This is an optimization exercise on Yosys and OpenROAD, whose aim is small area, not a production implementation. Function was checked by simulation only, so behaviour that the tests miss may differ from the original.

==> flow/design.v, too long to show whole: its modules and the start of the top module <==
// module fa: 10 lines
// module pw_conv: 27 lines
// module ds_block_top: 1190 lines
module ds_block_top #(
    parameter int IMG_W  = 6,
    parameter int IMG_H  = 5,
    parameter int STRIDE = 1
) (
    input  wire                                    clk,
    input  wire                                    rstn,
    input  wire                                    in_valid,
    input  wire  [ds_pkg::NCH*ds_pkg::ACT_W-1:0]   in_pix,
    output logic                                   out_valid,
    output logic [ds_pkg::NOUT*ds_pkg::ACT_W-1:0]  out_pix
);
  // ...
==> flow/flow/run.sh <==
#!/bin/bash
# The standard layout (standard.sh, synthesis included) with three changes:
# the port buffers are the smallest buffer (sky130_fd_sc_hd__buf_1) rather
# than the one buffer_ports picks by default; clock tree synthesis adds no
# dummy loads (its clustering settings repeat config.mk's); and the constant
# outputs share one tie cell instead of one each.
set -euo pipefail
export BUFFER_PORTS_ARGS="-buffer_cell sky130_fd_sc_hd__buf_1"
export SKIP_REPAIR_TIE_FANOUT=1
export CTS_ARGS="-sink_clustering_enable -repair_clock_nets -sink_clustering_size 16 -sink_clustering_max_diameter 100 -buf_list sky130_fd_sc_hd__clkbuf_8 -dont_use_dummy_load"
bash standard.sh > standard.log 2>&1
==> flow/standard.sh <==
#!/bin/bash
# synth_recipe.tcl (not shown) runs the flow's synth.tcl, then flattens the netlist and writes it again
# the make line also repeats each setting of config.mk as NAME=value (left out here)
make -C /OpenROAD-flow-scripts/flow DESIGN_CONFIG=/design/flow/config.mk WORK_HOME=/design/flow/orfs CLKGATE_MAP_FILE= SYNTH_SCRIPT=/design/flow/synth_recipe.tcl "${@:-finish}"
==> flow/config.mk <==
export PLATFORM = sky130hd
export DESIGN_NAME = ds_block_top
export DESIGN_NICKNAME = ds_block_top
export VERILOG_FILES = /design/flow/design.v
export SDC_FILE = /design/flow/constraint.sdc
export NUM_CORES = 4
export LEC_CHECK = 0
export CAP_MARGIN = 20
export CORE_MARGIN = 2
export CORE_UTILIZATION = 40
export CTS_BUF_LIST = sky130_fd_sc_hd__clkbuf_8
export CTS_CLUSTER_DIAMETER = 100
export CTS_CLUSTER_SIZE = 16
export SLEW_MARGIN = 20
export SYNTH_HIERARCHICAL = 1
export SYNTH_MINIMUM_KEEP_SIZE = 0
==> flow/constraint.sdc <==
create_clock -name core_clock -period 8.0 [get_ports {clk}]
set_input_delay 1.6000 -clock core_clock [delete_from_list [all_inputs] [get_ports {clk}]]
set_output_delay 1.6000 -clock core_clock [all_outputs]
set_load 0.01 [all_outputs]
==> summary.txt, run 1 <==
Global route
  • Met2 usage: 25.5%
  • Remaining Overflow, GRT: 0
  • Grt met1 use: a little under a quarter
  • GR Util All Layers: 16.2%
  • Initial antenna violation count: 1
  • Largest net degree at the start of global routing: ~190
  • First-pass GRT wire length: roughly 88 mm

Placement
  • Pre-CTS setup slack: 0.279 ns
  • Placed insts: between 2k and 3k

Worst setup path
  • Arr. time, crit path: approximately 8.1 ns
  • Crit path depth: 26
  • CP Max Fanout: 9
  • Largest delay share family, worst path: adder cells
  • Reg2Reg Setup Slack: approximately 0.39 ns

Clocking
  • CTS Buf Count: 38
  • Clk Latency, worst-skew pair: approximately 0.64 ns
  • CTS resizes: 0
  • H-tree depth: 2

Outcome
  • Status: finished clean

Synth
  • Post-Syn Instances: between 1.5k and 2k
  • Syn Area/Cell: 14.7 um2
  • Share of the synthesized area in the top cell type: approximately half
  • Yosys top cell by area: edfxtp_1
  • Top-count cell post-synth: edfxtp_1
  • XOR/XNOR Fraction of Synth Area: 1.86%

Detailed routing
  • Vias: between 10k and 15k
  • Drt pass-1 iters: 5
  • DR DRC count: 0

Final layout
  • Sequential share of cell area: roughly 49%
  • Largest cell class: registers
  • Clock-cell share of area: 1.80%
  • Commonest non-fill, non-tap cells in the layout: edfxtp_1, fa_1, nand2_1
  • Max reg flops: about 450

Worst hold path
  • Worst Hold Launch: sr[9][22]$_DFFE_PP_
  • Hold path depth: 0

STA
  • Tcrit/Tclk final: roughly 95%
==> run 2, diff against run 1 <==
--- a/flow/design.v
+++ b/flow/design.v
@@ -63,20 +63,16 @@
     input  wire  [ds_pkg::NCH*ds_pkg::ACT_W-1:0]   in_pix,
     output logic                                   out_valid,
     output logic [ds_pkg::NOUT*ds_pkg::ACT_W-1:0]  out_pix
 );
     logic [2:0]  col, row;
     logic [2:0]  ncol, nrow;
     logic        drain, adv, emit;
     logic        ok_l, ok_r, ok_t, ok_b;
-    assign ok_l = (col != 3'd1);
-    assign ok_r = (col != 3'd0);
-    assign ok_t = (col == 3'd0) ? (row != 3'd2) : (row != 3'd1);
-    assign ok_b = (col == 3'd0) ? (row != 3'd6) : (row != 3'd5);
     assign drain = (row == 3'd5) || (row == 3'd6);
     assign adv   = in_valid || drain;
     assign emit  = adv && (row != 3'd0) && !(row == 3'd1 && col == 3'd0);
     always_comb begin
         if (row == 3'd6) begin
             ncol = 3'd0;
             nrow = 3'd0;
         end else if (col == 3'd5) begin
@@ -86,19 +82,27 @@
             ncol = col + 3'd1;
             nrow = row;
         end
     end
     always_ff @(posedge clk or negedge rstn) begin
         if (!rstn) begin
             col   <= '0;
             row   <= '0;
+            ok_l  <= 1'b1;
+            ok_r  <= 1'b0;
+            ok_t  <= 1'b1;
+            ok_b  <= 1'b1;
         end else if (adv) begin
             col   <= ncol;
             row   <= nrow;
+            ok_l  <= (ncol != 3'd1);
+            ok_r  <= (ncol != 3'd0);
+            ok_t  <= (ncol == 3'd0) ? (nrow != 3'd2) : (nrow != 3'd1);
+            ok_b  <= (ncol == 3'd0) ? (nrow != 3'd6) : (nrow != 3'd5);
         end
     end
     logic [31:0] sr [1:14];
     always_ff @(posedge clk) begin
         if (adv) begin
             sr[1] <= in_pix;
             for (int i = 2; i <= 14; i++) sr[i] <= sr[i-1];
         end
==> flow/flow/run.sh (replaced) <==
#!/bin/bash
# The standard synthesis; then the logic before the depthwise result register
# (all combinational cells except the full adders and the pointwise stage's
# cone) mapped again for area by flow/remap.tcl, every other cell untouched,
# and flow/equiv.tcl proving the result equivalent to the standard netlist;
# then the standard layout from floorplan on, with three changes: the port
# buffers are the smallest buffer (sky130_fd_sc_hd__buf_1); clock tree
# synthesis adds no dummy loads (its clustering settings repeat config.mk's);
# and the constant outputs share one tie cell instead of one each.
set -euo pipefail
export BUFFER_PORTS_ARGS="-buffer_cell sky130_fd_sc_hd__buf_1"
export SKIP_REPAIR_TIE_FANOUT=1
export CTS_ARGS="-sink_clustering_enable -repair_clock_nets -sink_clustering_size 16 -sink_clustering_max_diameter 100 -buf_list sky130_fd_sc_hd__clkbuf_8 -dont_use_dummy_load"
bash standard.sh synth > standard_synth.log 2>&1
R=orfs/results/sky130hd/ds_block_top/base
cp $R/1_2_yosys.v $R/1_2_yosys_standard.v
YOSYS="$FLOW_HOME/../tools/install/yosys/bin/yosys"
REMAP_RESULTS=$R REMAP_ABC=flow/remap.abc "$YOSYS" -c flow/remap.tcl > remap.log 2>&1
REMAP_RESULTS=$R "$YOSYS" -c flow/equiv.tcl > equiv.log 2>&1
rm -f $R/1_synth.odb $R/1_synth.sdc
bash standard.sh > standard.log 2>&1
==> flow/flow/equiv.tcl (new file) <==
# Proves that the remapped netlist does what the standard synthesis's does:
# flip-flops are cut points (same instances in both), every other cell is
# read as its function.
yosys -import
set lib $::env(FLOW_HOME)/platforms/sky130hd/lib/sky130_fd_sc_hd__tt_025C_1v80.lib
set res $::env(REMAP_RESULTS)
read_liberty -ignore_miss_func $lib
blackbox sky130_fd_sc_hd__df* sky130_fd_sc_hd__edf* sky130_fd_sc_hd__sdf* sky130_fd_sc_hd__dl* sky130_fd_sc_hd__conb_*
read_verilog $res/1_2_yosys_standard.v
yosys rename ds_block_top gold
read_verilog $res/1_2_yosys.v
yosys rename ds_block_top gate
flatten gold gate
opt_clean -purge gold gate
equiv_make gold gate equiv
equiv_simple -seq 0 equiv
equiv_status -assert equiv
==> flow/flow/remap.abc (new file) <==
strash
dc2
&get -n
&dch -f
&nf -a -R 1000
&put
topo
==> flow/flow/remap.tcl (new file) <==
# Maps the logic before the depthwise result register again for area: every
# combinational cell except the full adders and the fan-in cone of out_pix.
# Every other cell (all flip-flops, the full adders, the tie cell and the
# pointwise stage) stays exactly as the standard synthesis made it.
yosys -import
set lib $::env(FLOW_HOME)/platforms/sky130hd/lib/sky130_fd_sc_hd__tt_025C_1v80.lib
set res $::env(REMAP_RESULTS)
# Each library cell as its function, for techmap
read_liberty -ignore_miss_func $lib
blackbox sky130_fd_sc_hd__df* sky130_fd_sc_hd__edf* sky130_fd_sc_hd__sdf* sky130_fd_sc_hd__dl* sky130_fd_sc_hd__fa_* sky130_fd_sc_hd__conb_*
write_verilog -noattr $res/remap_cells.v
design -reset
read_liberty -lib $lib
read_verilog $res/1_2_yosys_standard.v
hierarchy -top ds_block_top
select -set pw o:out_pix %ci*:-sky130_fd_sc_hd__dfxtp_1,sky130_fd_sc_hd__conb_1,sky130_fd_sc_hd__fa_1 t:* %i
select -set s1 t:* t:sky130_fd_sc_hd__df* t:sky130_fd_sc_hd__edf* t:sky130_fd_sc_hd__fa_* t:sky130_fd_sc_hd__conb_* %u %u %u %d @pw %d
tee -o $res/remap_cone.txt select -list @s1
techmap -map $res/remap_cells.v @s1
techmap
opt -fast
abc -liberty $lib -dont_use sky130_fd_sc_hd__lpflow_bleeder_1 -dont_use sky130_fd_sc_hd__lpflow_clkbufkapwr_1 -dont_use sky130_fd_sc_hd__lpflow_clkbufkapwr_16 -dont_use sky130_fd_sc_hd__lpflow_clkbufkapwr_2 -dont_use sky130_fd_sc_hd__lpflow_clkbufkapwr_4 -dont_use sky130_fd_sc_hd__lpflow_clkbufkapwr_8 -dont_use sky130_fd_sc_hd__lpflow_clkinvkapwr_1 -dont_use sky130_fd_sc_hd__lpflow_clkinvkapwr_16 -dont_use sky130_fd_sc_hd__lpflow_clkinvkapwr_2 -dont_use sky130_fd_sc_hd__lpflow_clkinvkapwr_4 -dont_use sky130_fd_sc_hd__lpflow_clkinvkapwr_8 -dont_use sky130_fd_sc_hd__lpflow_decapkapwr_12 -dont_use sky130_fd_sc_hd__lpflow_decapkapwr_3 -dont_use sky130_fd_sc_hd__lpflow_decapkapwr_4 -dont_use sky130_fd_sc_hd__lpflow_decapkapwr_6 -dont_use sky130_fd_sc_hd__lpflow_decapkapwr_8 -dont_use sky130_fd_sc_hd__lpflow_inputiso0n_1 -dont_use sky130_fd_sc_hd__lpflow_inputiso0p_1 -dont_use sky130_fd_sc_hd__lpflow_inputiso1n_1 -dont_use sky130_fd_sc_hd__lpflow_inputiso1p_1 -dont_use sky130_fd_sc_hd__lpflow_inputisolatch_1 -dont_use sky130_fd_sc_hd__lpflow_isobufsrc_1 -dont_use sky130_fd_sc_hd__lpflow_isobufsrc_16 -dont_use sky130_fd_sc_hd__lpflow_isobufsrc_2 -dont_use sky130_fd_sc_hd__lpflow_isobufsrc_4 -dont_use sky130_fd_sc_hd__lpflow_isobufsrc_8 -dont_use sky130_fd_sc_hd__lpflow_isobufsrckapwr_16 -dont_use sky130_fd_sc_hd__lpflow_lsbuf_lh_hl_isowell_tap_1 -dont_use sky130_fd_sc_hd__lpflow_lsbuf_lh_hl_isowell_tap_2 -dont_use sky130_fd_sc_hd__lpflow_lsbuf_lh_hl_isowell_tap_4 -dont_use sky130_fd_sc_hd__lpflow_lsbuf_lh_isowell_4 -dont_use sky130_fd_sc_hd__lpflow_lsbuf_lh_isowell_tap_1 -dont_use sky130_fd_sc_hd__lpflow_lsbuf_lh_isowell_tap_2 -dont_use sky130_fd_sc_hd__lpflow_lsbuf_lh_isowell_tap_4 -dont_use sky130_fd_sc_hd__probe_p_8 -dont_use sky130_fd_sc_hd__probec_p_8  -script $::env(REMAP_ABC) t:\$_*
opt_clean -purge
splitnets
opt_clean -purge
insbuf -buf sky130_fd_sc_hd__buf_4 A X
tee -o $res/remap_stat.txt stat -liberty $lib
write_verilog -noattr -nohex -nodec $res/1_2_yosys.v
==> run 2 against run 1 <==
Compared with the run above:
- still clean on timing, DRC and antenna
- critical path depth decreased by 4
- synthesized area decreased by 1.2%
- final cell count decreased by 0.25%
- first-iteration DRC count decreased by 0.17%
- routed wire length increased by 2.1%
- worst hold slack improved by 0.062 ns
- flip-flop and latch count increased by 4
- non-clock buffer count decreased by 2
- critical endpoint is now d0[4]$_SDFF_PN0_
- via count decreased by 0.41%
- final area decreased by 0.83%
==> summary.txt, run 2 <==
Detailed routing
  • DR DRC count: 0 (unchanged)
  • Drt pass-1 iters: 4 (was 5)
  • Vias: 14.2k (was 14.3k)
  • WL/cell: 20.3 um (was 19.8 um)
  • Post-DR vias/cell: 5.07 (was 5.08)
  • Final WL: 56.8 mm (was 55.7 mm)
  • Drt first-iter violations: 1183 (was 1185)
  • Post-route ant nets: 0 (unchanged)

Final layout
  • Fin nets: 2370 (was 2421)
  • Commonest non-fill, non-tap cell in the layout: edfxtp_1 (unchanged)
  • Non-Filler Instances: 2800 (was 2807)
  • Largest regs: sr x448, d0 x15, d1 x15 (unchanged)
  • Synthesis-to-finish area growth: 7.06% (was 6.62%)
  • Share of layout cells above drive strength 1: 4.00% (was 4.91%)
  • Biggest register: sr (unchanged)
  • Final Util: 43.1% (was 43.2%)
  • Commonest non-fill, non-tap cells in the layout: edfxtp_1, fa_1, nand2_1 (unchanged)
  • Max reg flops: 448 (unchanged)
  • Final Instance Area: 28800 um2 (was 29100 um2)

Placement
  • Port buffer count: 76 (unchanged)
  • DP Area: 28300 um2 (was 28500 um2)
  • RD Place Congestion: 0.900 (was 0.884)
  • Pre-CTS setup slack: 0.125 ns (was 0.279 ns)
  • HPWL Detailed: 43.3 mm (was 43.1 mm)
  • Placed insts: 2758 (was 2767)

Worst setup path
  • CP Max Fanout: 33 (was 9)
  • Worst Setup SP: ok_r$_DFFE_PN0P_ (was col[2]$_DFFE_PN0P_)
  • WP data required: 8.55 ns (was 8.45 ns)
  • Arr. time, crit path: 8.05 ns (was 8.06 ns)
  • Crit Path Class: register to register (unchanged)
  • R2r worst-path depth: 22 (was 26)
  • Critical R2R Launch: ok_r$_DFFE_PN0P_ (was col[2]$_DFFE_PN0P_)
  • Crit path to: d0[4]$_SDFF_PN0_ (was d0[14]$_SDFF_PN0_)
  • Worst r2r dst: d0[4]$_SDFF_PN0_ (was d0[14]$_SDFF_PN0_)
  • Setup crit start kind: register (unchanged)
  • Reg2Reg Setup Slack: 0.50 ns (was 0.39 ns)
  • Kind of end point of the critical path: register (unchanged)

STA
  • Fin worst setup slack: 0.503 ns (was 0.391 ns)
  • Clock skew: 0.0495 ns (was 0.105 ns)
  • Min Hold Slack: 0.403 ns (was 0.341 ns)
  • Slew headroom: 25.3% (was 25.5%)
  • Setup violations, final: 0 (unchanged)
  • Fin. Hold Viols: 0 (unchanged)
  • RSZ-0062 raised after global routing: no (was yes)
  • Tcrit/Tclk final: 93.7% (was 95.1%)
  • Worst-margin pin slew: 1.12 ns (about the same)
  • Slew Limit Fails: 0 (unchanged)
  • Setup TNS: 0 ns (unchanged)
  • Final min period: 7.50 ns (was 7.61 ns)
  • Max frequency: 0.133 GHz (was 0.131 GHz)

Clocking
  • CTS Hold Bufs: 0 (unchanged)
  • Clock transition at path regs: 0.11 ns (was 0.09 ns)
  • H-tree depth: 2 (unchanged)
  • Clk Latency, worst-skew pair: 0.64 ns (about the same)
  • CTS Buf Count: 36 (was 38)
  • Clock Tree Root: clkbuf_8 (unchanged)
  • CTS sink count: 489 (was 485)
  • Clk buf depth: 3 (unchanged)
  • CTS tree: built (unchanged)

Global route
  • Largest net degree at the start of global routing: 190 (was 191)
  • Remaining Overflow, GRT: 0 (unchanged)
  • GR Util All Layers: 16.7% (was 16.2%)
  • Vias in the first global route: 15.2k (was 15.3k)
  • First-pass GRT wire length: 88.5 mm (was 87.8 mm)
  • Initial antenna violation count: 3 (was 1)

Synth
  • Mapped Area: 26900 um2 (was 27300 um2)
  • Synth Warn #: 9 (unchanged)
  • Syn Area/Cell: 14.8 um2 (was 14.7 um2)
  • Post-Syn Instances: 1825 (was 1860)
  • Post-Syn Nets: 2268 (was 2346)

Worst hold path
  • Min-Delay Path Class: register to register (unchanged)

Flow run
  • Total of max-cap violations: 0 (unchanged)

Die
  • IO Pins: 100 (unchanged)
  • Row count: 95 (unchanged)
  • Chip height: 263 um (was 265 um)
  • Die area: 69400 um2 (was 70200 um2)
  • Core area: 66900 um2 (was 67300 um2)
  • Initial Util: 40.2% (was 40.5%)
  • Die width: 263 um (was 265 um)

Outcome
  • Status: finished clean (unchanged)
## run 2: how the worst min path moves through the flow
stage                         start  slack (ns)  cells past startpoint                   end
2_1_floorplan    sr[9][0]$_DFFE_PP_        0.40                      0   sr[10][0]$_DFFE_PP_
3_3_place_gp     sr[9][5]$_DFFE_PP_        0.40                      0   sr[10][5]$_DFFE_PP_
3_5_place_dp    sr[9][14]$_DFFE_PP_        0.40                      0  sr[10][14]$_DFFE_PP_
4_1_cts        sr[10][10]$_DFFE_PP_        0.42                      0  sr[11][10]$_DFFE_PP_
5_1_grt          sr[4][0]$_DFFE_PP_        0.42                      0    sr[5][0]$_DFFE_PP_
6_report       sr[10][13]$_DFFE_PP_        0.40                      0  sr[11][13]$_DFFE_PP_
## run 2: worst max-delay path, cell delays in order, from the launching register on
cell	delay [ns]
dfrtp_1	0.72
buf_4	0.23
and2_1	0.17
buf_12	0.24
nand2_1	0.20
fa_1	0.46
fa_1	0.40
fa_1	0.51
fa_1	0.43
fa_1	0.40
fa_1	0.49
clkinv_1	0.08
fa_1	0.38
fa_1	0.46
nor2b_1	0.17
nor4_1	0.34
o21ai_0	0.17
and3_1	0.25
o21ai_0	0.28
a21oi_1	0.16
o21a_1	0.23
o31a_1	0.45
nor2_1	0.16
## run 2: cell type report
type                    count  area [um2]
well taps                 873        1090
clock buffers              36         495
fillers                  6021       38100
inverters                  91         342
flip-flops and latches    489       14300
repair buffers             95         478
diodes                      2        5.00
multi-input cells        1214       12100
## run 2: what timing repair did
item                                    CTS  global route
buffers inserted                          0             4
endpoints found under the setup margin    0            47
gates resized for setup                   0             6
## run 2: routing by layer
metal	global-route usage, %	part of all wire, %
met1	25.0	49
met4	3.44	1.5
met2	26.1	46
met5	0	0
met3	2.49	3.8
==> run 3, diff against run 2 <==
--- a/flow/flow/run.sh
+++ b/flow/flow/run.sh
@@ -10,7 +10,7 @@
 set -euo pipefail
 export BUFFER_PORTS_ARGS="-buffer_cell sky130_fd_sc_hd__buf_1"
 export SKIP_REPAIR_TIE_FANOUT=1
-export CTS_ARGS="-sink_clustering_enable -repair_clock_nets -sink_clustering_size 16 -sink_clustering_max_diameter 100 -buf_list sky130_fd_sc_hd__clkbuf_8 -dont_use_dummy_load"
+export CTS_ARGS="-sink_clustering_enable -repair_clock_nets -sink_clustering_size 14 -sink_clustering_max_diameter 90 -buf_list sky130_fd_sc_hd__clkbuf_8 -dont_use_dummy_load"
 bash standard.sh synth > standard_synth.log 2>&1
 R=orfs/results/sky130hd/ds_block_top/base
 cp $R/1_2_yosys.v $R/1_2_yosys_standard.v
--- a/flow/config.mk
+++ b/flow/config.mk
@@ -9,8 +9,8 @@
 export CORE_MARGIN = 2
 export CORE_UTILIZATION = 40
 export CTS_BUF_LIST = sky130_fd_sc_hd__clkbuf_8
-export CTS_CLUSTER_DIAMETER = 100
-export CTS_CLUSTER_SIZE = 16
+export CTS_CLUSTER_DIAMETER = 90
+export CTS_CLUSTER_SIZE = 14
 export SLEW_MARGIN = 20
 export SYNTH_HIERARCHICAL = 1
 export SYNTH_MINIMUM_KEEP_SIZE = 0
==> run 3 against run 2 <==
Compared with the run above:
- setup slack lost 0.015 ns
- final area grew 0.26%
- worst hold slack gained 0.0031 ns
- fmax shrank 0.20%
- routed wire length grew 0.45%
- non-clock buffer count shrank 1
- critical endpoint is now out_pix[21]
- largest cell class unchanged
==> summary.txt, run 3 <==
Final layout
  • Largest regs: sr x448, d0 x15, d1 x15 (unchanged)
  • Share of layout cells above drive strength 1: 4.30% (was 4.00%)
  • Fin nets: 2375 (was 2370)
  • Filler instances: 6020 (was 6021)
  • Commonest non-fill, non-tap cells in the layout: edfxtp_1, fa_1, nand2_1 (unchanged)
  • Synthesis-to-finish area growth: 7.34% (was 7.06%)
  • Biggest register: sr (unchanged)
  • Multi-input logic area: 12100 um2 (unchanged)
  • Max reg flops: 448 (unchanged)
  • Sequential cell area: 14300 um2 (about the same)
  • Commonest non-fill, non-tap cell in the layout: edfxtp_1 (unchanged)
  • Final Instance Area: 28900 um2 (was 28800 um2)

Clocking
  • Clk Latency, worst-skew pair: 0.63 ns (was 0.64 ns)
  • H-tree depth: 2 (unchanged)
  • CTS sink count: 489 (unchanged)
  • Clock transition at path regs: 0.09 ns (was 0.11 ns)
  • CTS tree: built (unchanged)
  • CTS Buf Count: 42 (was 36)
  • Clock Tree Root: clkbuf_8 (unchanged)
  • Clk buf depth: 3 (unchanged)

Synth
  • Post-Syn Instances: 1825 (unchanged)
  • Post-Syn Nets: 2268 (unchanged)
  • Synth Warn #: 9 (unchanged)
  • Mapped Area: 26900 um2 (unchanged)
  • Syn Area/Cell: 14.8 um2 (unchanged)

Placement
  • RD Place Congestion: 0.900 (unchanged)
  • DP Area: 28300 um2 (unchanged)
  • Port buffer count: 76 (unchanged)
  • HPWL Detailed: 43.3 mm (unchanged)

STA
  • Max frequency: 0.133 GHz (about the same)
  • Slew Limit Fails: 0 (unchanged)
  • Tcrit/Tclk final: 93.9% (was 93.7%)
  • Worst-margin pin slew: 1.11 ns (was 1.12 ns)
  • Fin. Hold Viols: 0 (unchanged)
  • Setup TNS: 0 ns (unchanged)
  • Setup violations, final: 0 (unchanged)
  • Slew headroom: 26.1% (was 25.3%)
  • Final min period: 7.51 ns (was 7.50 ns)
  • RSZ-0062 raised after global routing: no (unchanged)
  • Clock skew: 0.0282 ns (was 0.0495 ns)

Detailed routing
  • Final WL: 57.1 mm (was 56.8 mm)
  • Vias: 14.2k (about the same)
  • Post-route ant nets: 0 (unchanged)
  • WL/cell: 20.4 um (was 20.3 um)
  • DR DRC count: 0 (unchanged)
  • Drt pass-1 iters: 5 (was 4)
  • Drt first-iter violations: 1184 (was 1183)
  • Post-DR vias/cell: 5.07 (about the same)

Die
  • Die width: 263 um (unchanged)
  • Core area: 66900 um2 (unchanged)
  • Row count: 95 (unchanged)
  • IO Pins: 100 (unchanged)
  • Chip height: 263 um (unchanged)
  • Initial Util: 40.2% (unchanged)
  • Die area: 69400 um2 (unchanged)

Global route
  • First-pass GRT wire length: 88.6 mm (was 88.5 mm)
  • Vias in the first global route: 15.2k (about the same)
  • Initial antenna violation count: 3 (unchanged)
  • GR Util All Layers: 16.7% (about the same)
  • Remaining Overflow, GRT: 0 (unchanged)
  • Largest net degree at the start of global routing: 190 (unchanged)

Worst setup path
  • Setup crit start kind: register (unchanged)
  • Arr. time, crit path: 5.91 ns (was 8.05 ns)
  • WP data required: 6.40 ns (was 8.55 ns)
  • Kind of end point of the critical path: output pin (was register)
  • Crit Path Class: register to output pin (was register to register)
  • CP Max Fanout: 37 (was 33)

Flow run
  • Total of max-cap violations: 0 (unchanged)

Worst hold path
  • Min-Delay Path Class: register to register (unchanged)

Outcome
  • Status: finished clean (unchanged)
## run 3: cell types whose count changed in the layout (fill, tap and decap cells not counted), sizes merged
cell	change
clkbuf	+6
diode	-1
buf	-1
## run 3: final timing paths
path                                startpoint             endpoint  slack [ns]  depth (start not counted)
min reg2reg                sr[4][19]$_DFFE_PP_  sr[5][19]$_DFFE_PP_        0.41                          0
max                           d0[2]$_SDFF_PN0_          out_pix[21]        0.49                         20
max reg2reg                   ok_t$_DFFE_PN1P_     d1[1]$_SDFF_PP0_        0.55                         24
max in group asynchronous                 rstn     ok_r$_DFFE_PN0P_        6.24                          1
min in group asynchronous                 rstn  out_valid$_DFF_PN0_        1.10                          1
min                        sr[4][19]$_DFFE_PP_  sr[5][19]$_DFFE_PP_        0.41                          0
## run 3: repair_timing
| item | 4_1_cts | 5_1_grt |
|---|---|---|
| gates resized for setup | 0 | 8 |
| hold buffers | 0 | 0 |
| buffers inserted | 0 | 3 |
| setup endpoints to repair | 0 | 47 |
## run 3: area by class of cell
type | count | area share, %
clock buffers | 42 | 2.00
repair buffers | 94 | 1.63
well taps | 873 | 3.78
multi-input cells | 1214 | 41.8
flip-flops and latches | 489 | 49.6
inverters | 91 | 1.18
diodes | 1 | 0.00866
## run 3: critical path, cell delays in order, from the launching register on
cell and delay, ns:
dfxtp_1 0.46, inv_1 0.08, ha_1 0.36, a21o_1 0.13, a21oi_1 0.12, a311o_1 0.38
a2111oi_2 0.53, or2_4 0.43, buf_4 0.29, nor2_1 0.06, a21oi_1 0.18, ha_1 0.30
and4_1 0.23, a21oi_1 0.14, nand2_1 0.07, a21oi_1 0.33, o21a_1 0.22, a311oi_2 0.10
o21bai_2 0.58, nor2_1 0.12, buf_1 0.16
## run 3: metal layers
layer	vias up	share of wire, %	GRT usage [%]
li1	6437	-	-
met1	7446	49	25.1
met2	268	45	26.0
met3	61	4.4	2.58
met4	0	1.6	3.51
met5	-	0	0
## run 3: metrics by stage
stage	instances	hold WS [ns]	utilization [%]	setup slack, ns
floorplan	1825	0.400	-	0.0637
global placement	2758	0.400	42.2	0.247
detailed placement	2758	0.405	42.2	0.125
CTS	2800	0.405	43.1	0.0685
global route	2804	0.407	43.2	0.0483
finish	2804	0.406	43.2	0.488

[static timing again, ports no longer ideal]
Ports are ideal in the flow. The routed layouts listed here were re-timed in OpenROAD.
Step 1, drivers: a clkbuf_16 drives clk and a buf_2 each remaining input, both assumed.
Step 2, shift: input delay + t, output delay - t, t = (earliest + latest rising clock arrival at the registers) / 2. This alone moves slack from input paths to output paths.
Slacks: ideal ports / drivers / drivers and shift; pairs: ideal ports / drivers.
| run | shift t [ns] | setup slack, ns | worst setup path at the end | latest minus earliest clock arrival (ns) |
|---|---|---|---|---|
| run 1 | 0.641 | 0.391 / 0.391 / 0.391 | register to register | 0.113 / 0.112 |
| run 2 | 0.664 | 0.503 / 0.454 / 0.503 | register to register | 0.059 / 0.059 |
| run 3 | 0.669 | 0.488 / 0.435 / 0.552 | register to register | 0.030 / 0.030 |
After both steps setup and hold are still met in every run listed.
